What follows belongs to an exercise in optimizing a design on an open flow for small area, a short achievable clock period and few clock cycles; a production flow would make more cautious choices. In this exercise RTL edits were held to simulation tests only and were not proved equivalent to the original. Power is estimated from default activity; no workload was simulated.

--- design/flow/config.mk ---
export PLATFORM = sky130hd
export DESIGN_NAME = read_bmap_row
export DESIGN_NICKNAME = read_bmap_row
export VERILOG_FILES = /design/flow/design.v
export SDC_FILE = /design/flow/constraint.sdc
export NUM_CORES = 4
export LEC_CHECK = 0
export CAP_MARGIN = 20
export CORE_MARGIN = 2
export CORE_UTILIZATION = 65
export CTS_BUF_LIST = sky130_fd_sc_hd__clkbuf_4 sky130_fd_sc_hd__clkbuf_8
export SLEW_MARGIN = 20
--- design/flow/constraint.sdc ---
create_clock -name core_clock -period 8.0 [get_ports {aclk}]
set_input_delay 1.6000 -clock core_clock [delete_from_list [all_inputs] [get_ports {aclk}]]
set_output_delay 1.6000 -clock core_clock [all_outputs]
set_load 0.01 [all_outputs]
--- design/flow/design.v ---
module read_bmap_row #(
    parameter int DATA_WIDTH  = 32,
    parameter int ADDR_WIDTH  = 32,
    parameter int PIXEL_WIDTH = 16,
    parameter int PIPE_LEN    = 8
) (
    input  logic                   aclk,
    input  logic                   areset,
    input  logic                   req,
    input  logic [ADDR_WIDTH-1:0]  fb_base_in,
    input  logic [31:0]            wmod_in,
    input  logic [31:0]            xcur_in,
    input  logic [31:0]            ycur_in,
    input  logic [31:0]            hdx_in,
    input  logic [31:0]            hdy_in,
    input  logic [31:0]            cnt_in,
    output logic                   mem_req,
    output logic                   mem_we,
    output logic [ADDR_WIDTH-1:0]  mem_addr,
    output logic [DATA_WIDTH-1:0]  mem_wdata,
    input  logic [DATA_WIDTH-1:0]  mem_rdata,
    input  logic                   mem_resp,
    output logic [PIXEL_WIDTH-1:0] pixel,
    output logic                   pix_valid,
    input  logic                   pix_ready,
    output logic                   pix_last,
    output logic                   busy,
    output logic                   done
);
    localparam int AW = $clog2(PIPE_LEN);
    localparam logic [2:0] S_IDLE  = 3'd0;
    localparam logic [2:0] S_INIT  = 3'd1;    
    localparam logic [2:0] S_MAC   = 3'd2;    
    localparam logic [2:0] S_RUN   = 3'd3;    
    localparam logic [2:0] S_SLOW  = 3'd4;    
    localparam logic [2:0] S_DRAIN = 3'd5;    
    localparam logic [2:0] S_ZERO  = 3'd6;    
    logic [2:0]  r_st;
    logic        r_busy;
    logic        r_done;
    logic        r_mem_req;
    logic [31:0] r_x;       
    logic [31:0] r_y;       
    logic [31:0] r_hdx;
    logic [31:0] r_hdy;
    logic [31:0] r_w;       
    logic [31:0] r_p;       
    logic [31:0] r_r;       
    logic [31:0] r_cnt;     
    logic [16:0] r_m;       
    logic        r_mp;      
    logic        r_dz, r_dp, r_dm;    
    logic        r_fc, r_fco;         
    logic [PIXEL_WIDTH-1:0] r_dat [PIPE_LEN];
    logic [PIPE_LEN-1:0]    r_up;
    logic [PIPE_LEN-1:0]    r_lst;
    logic [AW:0]            r_wp;     
    logic [AW:0]            r_rp;     
    logic [AW:0]            r_hp;     
    logic [32:0] w_ysum;
    logic        w_c, w_co;
    logic        w_hz, w_hm, w_hp1;
    assign w_ysum = {1'b0, r_y} + {1'b0, r_hdy};
    assign w_co   = w_ysum[32];
    assign w_c    = w_ysum[16] ^ r_y[16] ^ r_hdy[16];
    assign w_hz   = (r_hdy[31:16] == 16'h0000);
    assign w_hm   = (r_hdy[31:16] == 16'hFFFF);
    assign w_hp1  = (r_hdy[31:16] == 16'h0001);
    logic [15:0] w_s;
    assign w_s = r_hdy[31:16] + {15'd0, r_fc};
    logic w_full, w_issue, w_pop, w_pvld, w_fast, w_mlast, w_mac;
    assign w_full  = (r_wp[AW] != r_hp[AW]) && (r_wp[AW-1:0] == r_hp[AW-1:0]);
    assign w_issue = (r_st == S_RUN) && !w_full;
    assign w_pvld  = (r_rp != r_hp);
    assign w_pop   = w_pvld && pix_ready;
    assign w_fast  = r_dz || r_dp || r_dm;
    assign w_mac   = (r_st == S_INIT) || (r_st == S_MAC) || (r_st == S_SLOW);
    assign w_mlast = (r_m[16:1] == 16'h0000) || (r_m[16:1] == 16'hFFFF);
    logic [31:0] w_mul;
    logic [31:0] w_op;
    logic        w_inv;
    assign w_mul = (r_st == S_SLOW) ? r_w : r_r;
    always_comb begin
        w_op  = 32'd0;
        w_inv = 1'b0;
        if (w_mac) begin
            case ({r_m[1:0], r_mp})
                3'b001, 3'b010: w_op = w_mul;
                3'b011:         w_op = {w_mul[30:0], 1'b0};
                3'b100:         w_op = {w_mul[30:0], 1'b0};
                3'b101, 3'b110: w_op = w_mul;
                default:        w_op = 32'd0;
            endcase
            w_inv = r_m[1] && !(r_m[0] && r_mp);
        end else begin
            w_op  = (r_dp || r_dm) ? r_w : 32'd0;
            w_inv = r_dm;
        end
    end
    logic [31:0] w_pnext;
    assign w_pnext = r_p + (w_inv ? ~w_op : w_op) + {31'd0, w_inv};
    logic [31:0] w_byte;
    assign w_byte = r_p + {15'd0, r_x[31:16], 1'b0};
    always_ff @(posedge aclk) begin
        if (areset) begin
            r_st      <= S_IDLE;
            r_busy    <= 1'b0;
            r_done    <= 1'b0;
            r_mem_req <= 1'b0;
            r_wp      <= '0;
            r_rp      <= '0;
            r_hp      <= '0;
        end else begin
            r_done    <= 1'b0;
            r_mem_req <= w_issue;
            if (w_issue) r_wp <= r_wp + 1'b1;
            if (mem_resp) r_rp <= r_rp + 1'b1;
            if (w_pop) r_hp <= r_hp + 1'b1;
            if (w_pop && r_lst[r_hp[AW-1:0]]) begin
                r_done <= 1'b1;
                r_busy <= 1'b0;
                r_st   <= S_IDLE;
            end
            case (r_st)
                S_IDLE: begin
                    if (req) begin
                        r_busy <= 1'b1;
                        r_st   <= (cnt_in == 32'd0) ? S_ZERO : S_INIT;
                    end
                end
                S_INIT, S_MAC, S_SLOW: begin
                    if (w_mlast) r_st <= S_RUN;
                    else         r_st <= S_MAC;
                end
                S_RUN: begin
                    if (w_issue) begin
                        if (r_cnt == 32'd1) r_st <= S_DRAIN;
                        else if (!w_fast)   r_st <= S_SLOW;
                    end
                end
                S_ZERO: begin
                    r_done <= 1'b1;
                    r_busy <= 1'b0;
                    r_st   <= S_IDLE;
                end
                default: ;
            endcase
        end
    end
    always_ff @(posedge aclk) begin
        if (!r_busy) begin
            r_x   <= xcur_in;
            r_y   <= ycur_in;
            r_hdx <= hdx_in;
            r_hdy <= hdy_in;
            r_w   <= wmod_in;
            r_p   <= fb_base_in;
            r_r   <= wmod_in;
            r_cnt <= cnt_in;
            r_m   <= {1'b0, ycur_in[31:16]};
            r_mp  <= 1'b0;
        end else begin
            if (w_mac) begin
                r_p  <= w_pnext;
                r_r  <= {w_mul[29:0], 2'b00};
                r_m  <= {{2{r_m[16]}}, r_m[16:2]};
                r_mp <= r_m[1];
            end
            if (r_st == S_INIT || w_issue) begin
                r_y   <= w_ysum[31:0];
                r_fc  <= w_c;
                r_fco <= w_co;
                r_dz  <= (w_hz && !w_c) || (w_hm && w_c);
                r_dp  <= (w_hz && w_c && !w_co) || (w_hp1 && !w_c && !w_co);
                r_dm  <= w_hm && !w_c && w_co;
            end
            if (w_issue) begin
                r_x   <= r_x + r_hdx;
                r_cnt <= r_cnt - 32'd1;
                r_r   <= {2'b00, w_byte[31:2]};
                if (w_fast) r_p <= w_pnext;
                r_m   <= {r_fco, w_s};
                r_mp  <= 1'b0;
            end
        end
    end
    always_ff @(posedge aclk) begin
        if (w_issue) begin
            r_up[r_wp[AW-1:0]]  <= w_byte[1];
            r_lst[r_wp[AW-1:0]] <= (r_cnt == 32'd1);
        end
        if (mem_resp)
            r_dat[r_rp[AW-1:0]] <= r_up[r_rp[AW-1:0]] ? mem_rdata[31:16] : mem_rdata[15:0];
    end
    assign mem_req   = r_mem_req;
    assign mem_addr  = {2'b00, r_r[29:0]};
    assign mem_we    = 1'b0;
    assign mem_wdata = '0;
    assign pixel     = r_dat[r_hp[AW-1:0]];
    assign pix_valid = w_pvld;
    assign pix_last  = r_lst[r_hp[AW-1:0]];
    assign busy      = r_busy;
    assign done      = r_done;
endmodule
--- design/flow/run.sh ---
#!/bin/bash
# synth_recipe.tcl (not shown) runs the flow's synth.tcl, then flattens the netlist and writes it again
# the make line also repeats each setting of config.mk as NAME=value (left out here)
make -C /OpenROAD-flow-scripts/flow DESIGN_CONFIG=/design/flow/config.mk WORK_HOME=/design/flow/orfs CLKGATE_MAP_FILE= SYNTH_SCRIPT=/design/flow/synth_recipe.tcl finish
==> run summary, run 1 <==
initial DRC count 1,544; fmax 0.192 GHz; Final nets 2,968; Fin Setup TNS 0 ps; share of cells above drive strength 1 0.115; most frequent cells in the layout edfxtp_1 (389), clkdlybuf4s50_1 (311), nor2_1 (201); die height 203 µm; r2r endpoint r_p[30]; PwrDens 282 nW/µm²; Pint 5.54 mW; setup repair bufs after CTS 0; top cell type's share of synthesized area 0.455; DRT Pass-1 Iters 6; Max VDD drop 208 µV; Synth area leaders edfxtp_1 (45%), ha_1 (5.9%), xnor2_1 (4.3%); reg-to-reg startpoint r_st[1]; Worst path top cell family by delay compound AO/OA/AOI/OAI gates; Vias/cell 6.18; Worst setup EP type flop; status finished clean; max-cap viol count 0; Hold Crit Start r_m[16]; Sink Count 444; Die Width 203 µm; Reg2Reg Setup Slack 2790 ps; # H-tree levels 3; Slew @ Worst Pin 1150 ps; max incr delay on CP 580 ps; commonest non-fill, non-tap cell in the layout edfxtp_1; cell count of the worst reg-to-reg path 18; Clock Tree Buf Depth 3; required time worst endpoint 8480 ps; Clk pin slew, worst setup/hold paths 60 ps; worst relative slew slack 0.231; P_sw 3.02 mW; skew final 21.2 ps; Post-CTS Hold Buffers 0; ANT nets after route 0; drc violations 0; Slew Limit Fails 0; layout overhead on the synthesized area 18.3%; number of warnings issued by yosys 1; Leakage 11.2 nW; Worst Path Buf+Inv 2; Final Wtd Congestion 0.914; Hold Path Stages 2; Port-buffer cells 311; Unique masters post-synth 78; Final min period 5210 ps; number of enable flip-flop cells after synthesis 389; routed len/inst 20.9 µm; Worst Hold End r_m[16]; Startpoint Class flop; clock share of power 0.228; first-pass GRT wire length 103,000 µm; # setup viols final 0; via count 19,500; Layout fillers 2,472; fin crit share 0.651; Initial Util 0.661; hold crit path type reg2reg; initial antenna violation count 8; post-cts resize count 0; Core ar. 38,800 µm²; Rows 72; post-DP HPWL 47,500 µm; Mapped Area 25,700 µm²; Mapped Cells 2,301; final hold vios 0; vias in the first global route 19,700; CP max FO 29; CP max-delay cell dfxtp_1; total grt overflow 0; sequential fraction of the synthesis area 0.498; Die ar. 41,100 µm²; CTS buffer count 74; # IOs 347; routed wire length 66,100 µm; Synth Flop Type edfxtp_1; sw frac 0.353; CP arrival 5690 ps; total global-route track usage 0.319; RSZ-0062 raised after global routing no; async set or reset register ratio after synthesis 0; CTS tree yes; Mean Syn Cell Area 11.2 µm²; pin count of the biggest net entering global routing 102; Root Driver clkbuf_8; Reg power frac 0.380; crit-path most repeated cell a21o_1; #FFs+latches synth 444; kind of critical path reg2reg; crit-path cells nor3b_1, a21o_1, mux2i_2, inv_1, buf_4, xnor2_1, ha_1, nor2b_1, o31a_1, o21ai_0, a21o_1, a21oi_1, a311o_1, a221oi_1, o21bai_1, a311oi_1, a41o_1, a31oi_1; combinational fraction of design power 0.392; worst skew pair latency 640 ps; cell taking the most area after synthesis edfxtp_1; total power 8.56 mW
==> synthesized netlist by cell type (all sizes together) (5+ instances only) <==
master and n:
a22o 6, o31a 5, inv 51, o22ai 33, ha 121, o21a 22, nand4 23, nand3b 5
dfxtp 55, or3 9, mux2i 40, xnor2 127, a31oi 32, a211oi 14, a21o 59, nor2b 15
a22oi 30, and4 5, or2 5, and2 12, o31ai 10, nand2b 22, a21oi 186, edfxtp 389
buf 86, nor3 53, xor2 63, clkbuf 78, mux2 90, nand2 160, nor4 23, o21bai 14
mux4 36, o21ai 93, o211ai 20, nand3 25, and3 19, nor2 203
==> power groups by stage <==
stage,clock network (mW),logic (mW),registers (mW)
2_1_floorplan,0,2.55,3.15
3_3_place_gp,0,3.20,3.27
3_5_place_dp,0,3.30,3.28
4_1_cts,1.97,3.33,3.24
5_1_grt,2.07,3.68,3.28
6_report,1.95,3.36,3.25
==> worst max path at each step <==
stage | start | end | slack, ps | cells after the start
global placement | r_st[1] | r_p[28] | 2980 | 18
detailed placement | r_st[1] | r_p[28] | 2860 | 18
floorplan | r_st[0] | r_p[28] | 3180 | 21
global route | r_st[1] | r_p[28] | 2330 | 18
CTS | r_st[1] | r_p[28] | 2820 | 18
finish | r_st[1] | r_p[30] | 2790 | 18
==> metal layers <==
metal	vias to the layer above	global-route usage	routed length, µm
met2	841	0.541	32200
met1	9387	0.402	26200
met5	-	0	70
met3	159	0.0717	5400
met4	10	0.117	2210
li1	9124	-	-
==> logic make-up after synthesis <==
kind of cell / share of synthesized area
fa+ha+maj: 0.0621
compound gates: 0.140
buf+inv: 0.0414
other cells: 0.000146
xor+xnor: 0.0648
mux: 0.0869
flops: 0.498
simple gates: 0.107
==> per-stage QoR <==
step,std cells,area (µm²),worst slack [ps],utilization,hold WS [ps]
after floorplan,2335,25800,3180,-,459
after global placement,3024,29000,2980,0.746,479
after detailed placement,3024,29000,2860,0.746,492
after CTS,3155,30400,2820,0.782,509
after global routing,3155,30400,2330,0.782,545
final,3160,30400,2790,0.783,506
==> cell type report <==
cell class,instances,area [µm²],area share
Inverter,51,196,0.00646
Tap cell,518,648,0.0213
Antenna cell,5,12.5,0.000412
Timing Repair Buffer,335,3290,0.108
Sequential cell,444,12800,0.421
Multi-Input combinational cell,1676,12000,0.396
Clock buffer,112,1310,0.0431
Clock inverter,19,103,0.00338
==> worst reg2reg max path, cell delays in order (launching register included) <==
cell	delay, ps
dfxtp_1	580
nor3b_1	520
a21o_1	190
mux2i_2	480
inv_1	90
buf_4	310
xnor2_1	200
ha_1	350
nor2b_1	180
o31a_1	260
o21ai_0	290
a21o_1	200
a21oi_1	100
a311o_1	380
a221oi_1	300
o21bai_1	170
a311oi_1	290
a41o_1	130
a31oi_1	80
==> sequential cells by signal, indices dropped and copies added (netlist names), 32 cells and up, named ones only <==
name,count
r_hdx,32
r_w,32
r_r,32
r_p,32
r_dat,128
r_hdy,32
r_x,32
r_y,32
r_cnt,32
Testbench counts, summed over its fixed seeds: cycles 30,306.
==> run 2, diff against run 1 <==
==> design/flow/config.mk (replaced) <==
export PLATFORM = sky130hd
export DESIGN_NAME = read_bmap_row
export DESIGN_NICKNAME = read_bmap_row
export VERILOG_FILES = /design/flow/design.v
export SDC_FILE = /design/flow/constraint.sdc
export NUM_CORES = 4
export LEC_CHECK = 0
export ABC_AREA = 1
export CAP_MARGIN = 20
export CORE_MARGIN = 2
export CORE_UTILIZATION = 40
export SLEW_MARGIN = 20
==> run 2 against run 1 <==
Clock power up 22%. Power down 0.23%. Clock skew up 13 ps. Sequential share of layout area down 2.2 points. Core utilization down 30 points. Fmax down 3.7%. Combinational power down 8.6%. Routed wire length up 20%. Critical path type is now reg2out. Critical endpoint is now pixel[2]. Largest power group is now sequential cells.
==> run summary, run 2 <==
RSZ-0062 raised after global routing no (unchanged); Clk pin slew, worst setup/hold paths 60 ps (about the same); commonest non-fill, non-tap cell in the layout nand2_1 (was edfxtp_1); Leakage 12.9 nW (was 11.2 nW); dpl cell area 30,300 µm² (was 29,000 µm²); Worst setup EP type output port (was flop); max-cap viol count 0 (unchanged); Slew @ Worst Pin 1180 ps (was 1150 ps); Synth area leaders edfxtp_1 (44%), nand2_1 (7.9%), ha_1 (5.7%) (was edfxtp_1 (45%), ha_1 (5.9%), xnor2_1 (4.3%)); #FFs+latches synth 444 (unchanged); Startpoint Class flop (unchanged); Worst Hold End r_m[16] (unchanged); die height 262 µm (was 203 µm); Slew Limit Fails 0 (unchanged); Commonest cells post-synth nand2_1 (563), edfxtp_1 (389), nor2_1 (331) (was edfxtp_1 (389), nor2_1 (203), a21oi_1 (186)); Max VDD drop 150 µV (was 208 µV); routed len/inst 18.9 µm (was 20.9 µm); Fin Setup TNS 0 ps (unchanged); Reg2Reg Setup Slack 2830 ps (was 2790 ps); top cell type's share of synthesized area 0.438 (was 0.455); number of warnings issued by yosys 1 (unchanged); sw frac 0.367 (was 0.353); Post-CTS Hold Buffers 0 (unchanged); total global-route track usage 0.227 (was 0.319); Hold Path Stages 2 (unchanged); Rows 94 (was 72); post-cts resize count 0 (unchanged); required time worst endpoint 6400 ps (was 8480 ps); initial DRC count 1,720 (was 1,544); Synth Flop Type edfxtp_1 (unchanged); share of cells above drive strength 1 0.0595 (was 0.115); worst relative slew slack 0.213 (was 0.231); # IOs 347 (unchanged); sequential fraction of the synthesis area 0.480 (was 0.498); Die Width 262 µm (was 203 µm); Initial Util 0.405 (was 0.661); drc violations 0 (unchanged); ANT nets after route 0 (unchanged); worst skew pair latency 630 ps (was 640 ps); layout overhead on the synthesized area 20.3% (was 18.3%); status finished clean (unchanged); CP arrival 3810 ps (was 5690 ps); skew final 34.6 ps (was 21.2 ps); final setup margin 2590 ps (was 2790 ps); Port-buffer cells 311 (unchanged); Hold Crit Start r_fco (was r_m[16]); fin crit share 0.676 (was 0.651); CP max FO 65 (was 29); Layout fillers 6,318 (was 2,472); cell taking the most area after synthesis edfxtp_1 (unchanged); # setup viols final 0 (unchanged); combinational fraction of design power 0.360 (was 0.392); Final nets 3,657 (was 2,968); first-pass GRT wire length 122,000 µm (was 103,000 µm); hold crit path type reg2reg (unchanged); total grt overflow 0 (unchanged); Clock Tree Buf Depth 3 (unchanged); # H-tree levels 2 (was 3); CTS buffer count 51 (was 74); fin area 32,100 µm² (was 30,400 µm²); P_sw 3.13 mW (was 3.02 mW); Final Wtd Congestion 0.926 (was 0.914); placed cells 4,079 (was 3,024); number of enable flip-flop cells after synthesis 389 (unchanged); pin count of the biggest net entering global routing 144 (was 102); Sink Count 444 (unchanged); via count 22,500 (was 19,500); Reg power frac 0.362 (was 0.380); Non-Filler Instances 4,181 (was 3,160); final hold vios 0 (unchanged); initial antenna violation count 16 (was 8); top-count cell post-synth nand2_1 (was edfxtp_1); clock share of power 0.279 (was 0.228); async set or reset register ratio after synthesis 0 (unchanged); CTS tree yes (unchanged); PwrDens 266 nW/µm² (was 282 nW/µm²); Mapped Cells 3,012 (was 2,301); Mapped Area 26,700 µm² (was 25,700 µm²); dpl ws 2960 ps (was 2860 ps); Final min period 5410 ps (was 5210 ps); vias in the first global route 22,200 (was 19,700); fmax 0.185 GHz (was 0.192 GHz); most frequent cells in the layout nand2_1 (561), edfxtp_1 (389), nor2_1 (322) (was edfxtp_1 (389), clkdlybuf4s50_1 (311), nor2_1 (201)); kind of critical path reg2out (was reg2reg); Root Driver clkbuf_16 (was clkbuf_8); DRT Pass-1 Iters 6 (unchanged); Vias/cell 5.38 (was 6.18); Die ar. 68,700 µm² (was 41,100 µm²); Largest register FFs 128 (unchanged); Unique masters post-synth 70 (was 78); reg-to-reg startpoint r_st[0] (was r_st[1]); Mean Syn Cell Area 8.85 µm² (was 11.2 µm²); routed wire length 79,200 µm (was 66,100 µm); Pint 5.40 mW (was 5.54 mW); post-DP HPWL 58,800 µm (was 47,500 µm); setup repair bufs after CTS 0 (unchanged); total power 8.54 mW (was 8.56 mW); Hold WS 442 ps (was 506 ps); Core ar. 65,900 µm² (was 38,800 µm²); post-layout utilization of the core 0.487 (was 0.783); r2r endpoint r_p[30] (unchanged); cell count of the worst reg-to-reg path 19 (was 18)
run 2: area by class of cell:
type / count / area (µm²) / area share
sequential: 444 / 12800 / 0.399
multi-input combinational: 2203 / 12300 / 0.383
timing repair buffer: 332 / 3310 / 0.103
clock buffer: 61 / 1310 / 0.0410
tap: 864 / 1080 / 0.0337
inverter: 239 / 906 / 0.0282
clock inverter: 34 / 388 / 0.0121
antenna: 4 / 10.0 / 0.000312
run 2: power by group through the flow:
stage | clock, mW | sequential, mW | combinational [mW]
detailed placement | 0 | 3.13 | 3.01
floorplan | 0 | 3.04 | 2.15
global placement | 0 | 3.13 | 2.98
global route | 2.53 | 3.12 | 3.43
CTS | 2.43 | 3.09 | 3.03
finish | 2.38 | 3.09 | 3.07
run 2: worst max path at each step:
stage                        from   endpoint  slack [ps]
after floorplan            r_busy       r_dm        3120
after global placement    r_st[0]    r_p[30]        3110
after detailed placement  r_st[0]    r_p[30]        2960
after CTS                    flop   pixel[4]        2550
after global routing         flop  pixel[13]        2260
final                        flop   pixel[2]        2590
run 2: kinds of logic after synthesis:
| family | Yosys count | synth area share |
|---|---|---|
| multiplexers | 42 | 0.0165 |
| buffers and inverters | 399 | 0.0664 |
| flip-flops | 444 | 0.480 |
| other | 1 | 0.000141 |
| XOR/XNOR | 120 | 0.0394 |
| AO/OA/AOI/OAI | 734 | 0.157 |
| adder cells (fa/ha/maj) | 125 | 0.0598 |
| AND/OR/NAND/NOR | 1147 | 0.181 |
run 2: per-layer routing:
| layer | vias to the layer above | GRT usage | share of wire |
|---|---|---|---|
| met5 | - | 0 | 0.0017 |
| met4 | 20 | 0.0794 | 0.032 |
| met3 | 146 | 0.0416 | 0.068 |
| met2 | 757 | 0.360 | 0.45 |
| met1 | 10600 | 0.311 | 0.45 |
| li1 | 11000 | - | - |
run 2: worst max-delay path, cell delays in order, from the launching register on:
cell	delay, ps
dfxtp_2	310
buf_4	510
clkinv_1	760
buf_4	490
o21ai_0	210
o22ai_1	90
nor2_1	90
a31oi_1	90
clkdlybuf4s50_1	550
==> run 3, diff against run 2 <==
--- a/design/flow/config.mk
+++ b/design/flow/config.mk
@@ -5,7 +5,6 @@
 export SDC_FILE = /design/flow/constraint.sdc
 export NUM_CORES = 4
 export LEC_CHECK = 0
-export ABC_AREA = 1
 export CAP_MARGIN = 20
 export CORE_MARGIN = 2
 export CORE_UTILIZATION = 40
==> run 3 against run 2 <==
Still clean on timing, DRC and antenna. Core utilization rose by 0.62 points. Fmax fell by 4.7%. Global-route usage fell by 1.9 points. Hold slack improved by 73 ps. Highest routed layer unchanged.
==> run summary, run 3 <==
status finished clean (unchanged); Initial Util 0.406 (was 0.405); Sink Count 444 (unchanged); placed cells 3,348 (was 4,079); ANT nets after route 0 (unchanged); Leakage 11.3 nW (was 12.9 nW); async set or reset register ratio after synthesis 0 (unchanged); fmax 0.176 GHz (was 0.185 GHz); Mapped Cells 2,301 (was 3,012); Mean Syn Cell Area 11.2 µm² (was 8.85 µm²); sequential fraction of the synthesis area 0.498 (was 0.480); Slew @ Worst Pin 1100 ps (was 1180 ps); Worst Hold End r_m[16] (unchanged); Slew Limit Fails 0 (unchanged); top-count cell post-synth edfxtp_1 (was nand2_1); most frequent cells in the layout edfxtp_1 (389), clkdlybuf4s50_1 (311), nor2_1 (196) (was nand2_1 (561), edfxtp_1 (389), nor2_1 (322)); Reg power frac 0.355 (was 0.362); Startpoint Class flop (unchanged); initial DRC count 1,313 (was 1,720); RSZ-0062 raised after global routing no (unchanged); Post-CTS Hold Buffers 0 (unchanged); max-cap viol count 0 (unchanged); # setup viols final 0 (unchanged); setup repair bufs after CTS 0 (unchanged); number of enable flip-flop cells after synthesis 389 (unchanged); kind of critical path reg2reg (was reg2out); reg-to-reg startpoint r_st[1] (was r_st[0]); Synth Area in Compound Gates 0.140 (was 0.157); DRT Pass-1 Iters 5 (was 6); Worst Path Buf+Inv 2 (was 4); Hold Crit Start r_fco (unchanged); Root Driver clkbuf_16 (unchanged); dpl cell area 29,400 µm² (was 30,300 µm²); clock share of power 0.278 (was 0.279); skew final 43.2 ps (was 34.6 ps); vias in the first global route 18,900 (was 22,200); pin count of the biggest net entering global routing 101 (was 144); fin crit share 0.709 (was 0.676); Reg2Reg Setup Slack 2330 ps (was 2830 ps); CTS tree yes (unchanged); cell taking the most area after synthesis edfxtp_1 (unchanged); Clock Tree Buf Depth 3 (unchanged); Max VDD drop 169 µV (was 150 µV); drc violations 0 (unchanged); Rows 92 (was 94); Final Wtd Congestion 0.879 (was 0.926); # IOs 347 (unchanged); P_sw 3.10 mW (was 3.13 mW); crit-path most repeated cell a21o_1 (was buf_4); first-pass GRT wire length 108,000 µm (was 122,000 µm); Die ar. 66,300 µm² (was 68,700 µm²); Hold Path Stages 2 (unchanged); Clk pin slew, worst setup/hold paths 60 ps (about the same); Pint 6.02 mW (was 5.40 mW); Final min period 5670 ps (was 5410 ps); Worst path top cell family by delay compound AO/OA/AOI/OAI gates (was buffers and inverters); Final nets 2,943 (was 3,657); Adder-Cell Fraction of Synth Area 0.0621 (was 0.0598); PwrDens 292 nW/µm² (was 266 nW/µm²); Fin Setup TNS 0 ps (unchanged); #FFs+latches synth 444 (unchanged); routed wire length 69,900 µm (was 79,200 µm); Mapped Area 25,700 µm² (was 26,700 µm²); # H-tree levels 2 (unchanged); top cell type's share of synthesized area 0.455 (was 0.438); largest family of logic cells by synthesized area compound AO/OA/AOI/OAI gates (was simple AND/OR/NAND/NOR gates); number of warnings issued by yosys 1 (unchanged); commonest non-fill, non-tap cell in the layout edfxtp_1 (was nand2_1); post-DP HPWL 50,300 µm (was 58,800 µm); worst relative slew slack 0.267 (was 0.213); required time worst endpoint 8470 ps (was 6400 ps); CP max FO 19 (was 65); CTS buffer count 52 (was 51); post-synthesis mux area share 0.0869 (was 0.0165); Vias/cell 5.46 (was 5.38); fin area 31,200 µm² (was 32,100 µm²); Non-Filler Instances 3,448 (was 4,181); final hold vios 0 (unchanged); r2r endpoint r_p[28] (was r_p[30]); cell count of the worst reg-to-reg path 18 (was 19); CP max-delay cell dfxtp_1 (was clkinv_1); Port-buffer cells 311 (unchanged); Largest register FFs 128 (unchanged); total grt overflow 0 (unchanged); initial antenna violation count 5 (was 16); sw frac 0.340 (was 0.367); layout overhead on the synthesized area 21.6% (was 20.3%); post-cts resize count 0 (unchanged); routed len/inst 20.3 µm (was 18.9 µm); CP arrival 6140 ps (was 3810 ps); hold crit path type reg2reg (unchanged); crit-path cells nor3b_1, a21o_1, mux2i_2, inv_1, buf_4, xnor2_1, ha_1, nor2b_1, o31a_1, o21ai_0, a21o_1, a21oi_1, a311o_1, a221oi_1, o21bai_1, a31oi_1, xor2_1, o221ai_1 (was buf_4, clkinv_1, buf_4, o21ai_0, o22ai_1, nor2_1, a31oi_1, clkdlybuf4s50_1); XOR/XNOR share of the synthesized area 0.0648 (was 0.0394); post-layout utilization of the core 0.493 (was 0.487); Core ar. 63,300 µm² (was 65,900 µm²); total power 9.12 mW (was 8.54 mW); share of cells above drive strength 1 0.101 (was 0.0595); simple-gate share of the synthesized area 0.107 (was 0.181); Commonest cells post-synth edfxtp_1 (389), nor2_1 (203), a21oi_1 (186) (was nand2_1 (563), edfxtp_1 (389), nor2_1 (331)); die height 257 µm (was 262 µm); Synth Flop Type edfxtp_1 (unchanged); Worst setup EP type flop (was output port); combinational fraction of design power 0.367 (was 0.360); via count 18,800 (was 22,500); total global-route track usage 0.208 (was 0.227); Synth area leaders edfxtp_1 (45%), ha_1 (5.9%), xnor2_1 (4.3%) (was edfxtp_1 (44%), nand2_1 (7.9%), ha_1 (5.7%)); Unique masters post-synth 78 (was 70); Die Width 257 µm (was 262 µm); worst skew pair latency 610 ps (was 630 ps); max incr delay on CP 580 ps (was 760 ps)
run 3: cell types whose count changed in the layout (fill, tap and decap cells not counted), sizes merged, moves of 23 or more:
cell / delta
a21o: +42
inv: -185
mux2: +74
mux4: +36
nand2: -412
nand3: -87
nor2: -131
o21ai: -220
xnor2: +93
xor2: -23
run 3: power by group through the flow:
stage / Clock (mW) / Sequential [mW] / Combinational, mW
floorplan: 0 / 3.15 / 2.55
global placement: 0 / 3.28 / 3.28
detailed placement: 0 / 3.28 / 3.33
CTS: 2.60 / 3.24 / 3.35
global route: 2.67 / 3.28 / 3.73
finish: 2.53 / 3.24 / 3.35
run 3: cell type report:
| class | instances | area, µm² |
|---|---|---|
| repair buffers | 332 | 3280 |
| well taps | 846 | 1060 |
| inverters | 51 | 196 |
| diodes | 2 | 5.00 |
| clock buffers | 77 | 1510 |
| clock inverters | 20 | 332 |
| flip-flops and latches | 444 | 12800 |
| fillers | 5621 | 32100 |
| multi-input cells | 1676 | 12100 |
run 3: per-layer routing:
metal  vias to the layer above  track usage  part of all wire
met5                         -            0           0.00087
met2                       575        0.334              0.46
li1                       9052            -                 -
met1                      9085        0.279              0.44
met4                         8       0.0700             0.030
met3                       114       0.0437             0.072
run 3: logic make-up (layout without fill, tap and decap cells):
family,after synthesis,count (layout)
compound gates,567,567
simple gates,593,593
flops,444,444
xor+xnor,190,190
mux,166,166
other cells,1,37
buf+inv,215,480
fa+ha+maj,125,125
run 3: tightest hold or removal path: stages, from the launching register on:
cell	delay [ps]
edfxtp_1	320
nand2_1	50
a21oi_1	110
run 3: worst max path at each step:
stage / slack (ps) / cells past startpoint / from / to
global route: 1830 / 18 / r_st[1] / r_p[28]
finish: 2330 / 18 / r_st[1] / r_p[28]
CTS: 2310 / 18 / r_st[1] / r_p[28]
detailed placement: 2360 / 18 / r_st[1] / r_p[28]
floorplan: 3180 / 21 / r_st[0] / r_p[28]
global placement: 2480 / 18 / r_st[1] / r_p[28]
run 3: through the flow:
stage / setup slack, ps / hold WS (ps)
6_report: 2330 / 515
5_1_grt: 1830 / 551
4_1_cts: 2310 / 525
3_5_place_dp: 2360 / 502
3_3_place_gp: 2480 / 503
2_1_floorplan: 3180 / 459

## static timing again, ports no longer ideal
Ports are ideal in the flow. The routed layouts listed here were re-timed in OpenROAD. Step 1, drivers: a clkbuf_16 drives aclk and a buf_2 each remaining input, both assumed. Step 2, shift: input delay + t, output delay - t, t = (earliest + latest rising clock arrival at the registers) / 2. This alone moves slack from input paths to output paths. a / b / c = ideal ports / drivers / drivers and shift; a / b = the first two.
| run | shift t [ns] | setup slack, ns | hold slack, ns | slew at the worst register clock pin (ns) |
|---|---|---|---|---|
| run 1 | 0.679 | 2.795 / 2.795 / 2.795 | 0.506 / 0.506 / 0.506 | 0.07 / 0.07 |
| run 2 | 0.672 | 2.593 / 2.532 / 2.830 | 0.442 / 0.442 / 0.442 | 0.06 / 0.06 |
| run 3 | 0.653 | 2.327 / 2.327 / 2.327 | 0.515 / 0.515 / 0.515 | 0.06 / 0.06 |
After both steps setup and hold are still met in every run listed.
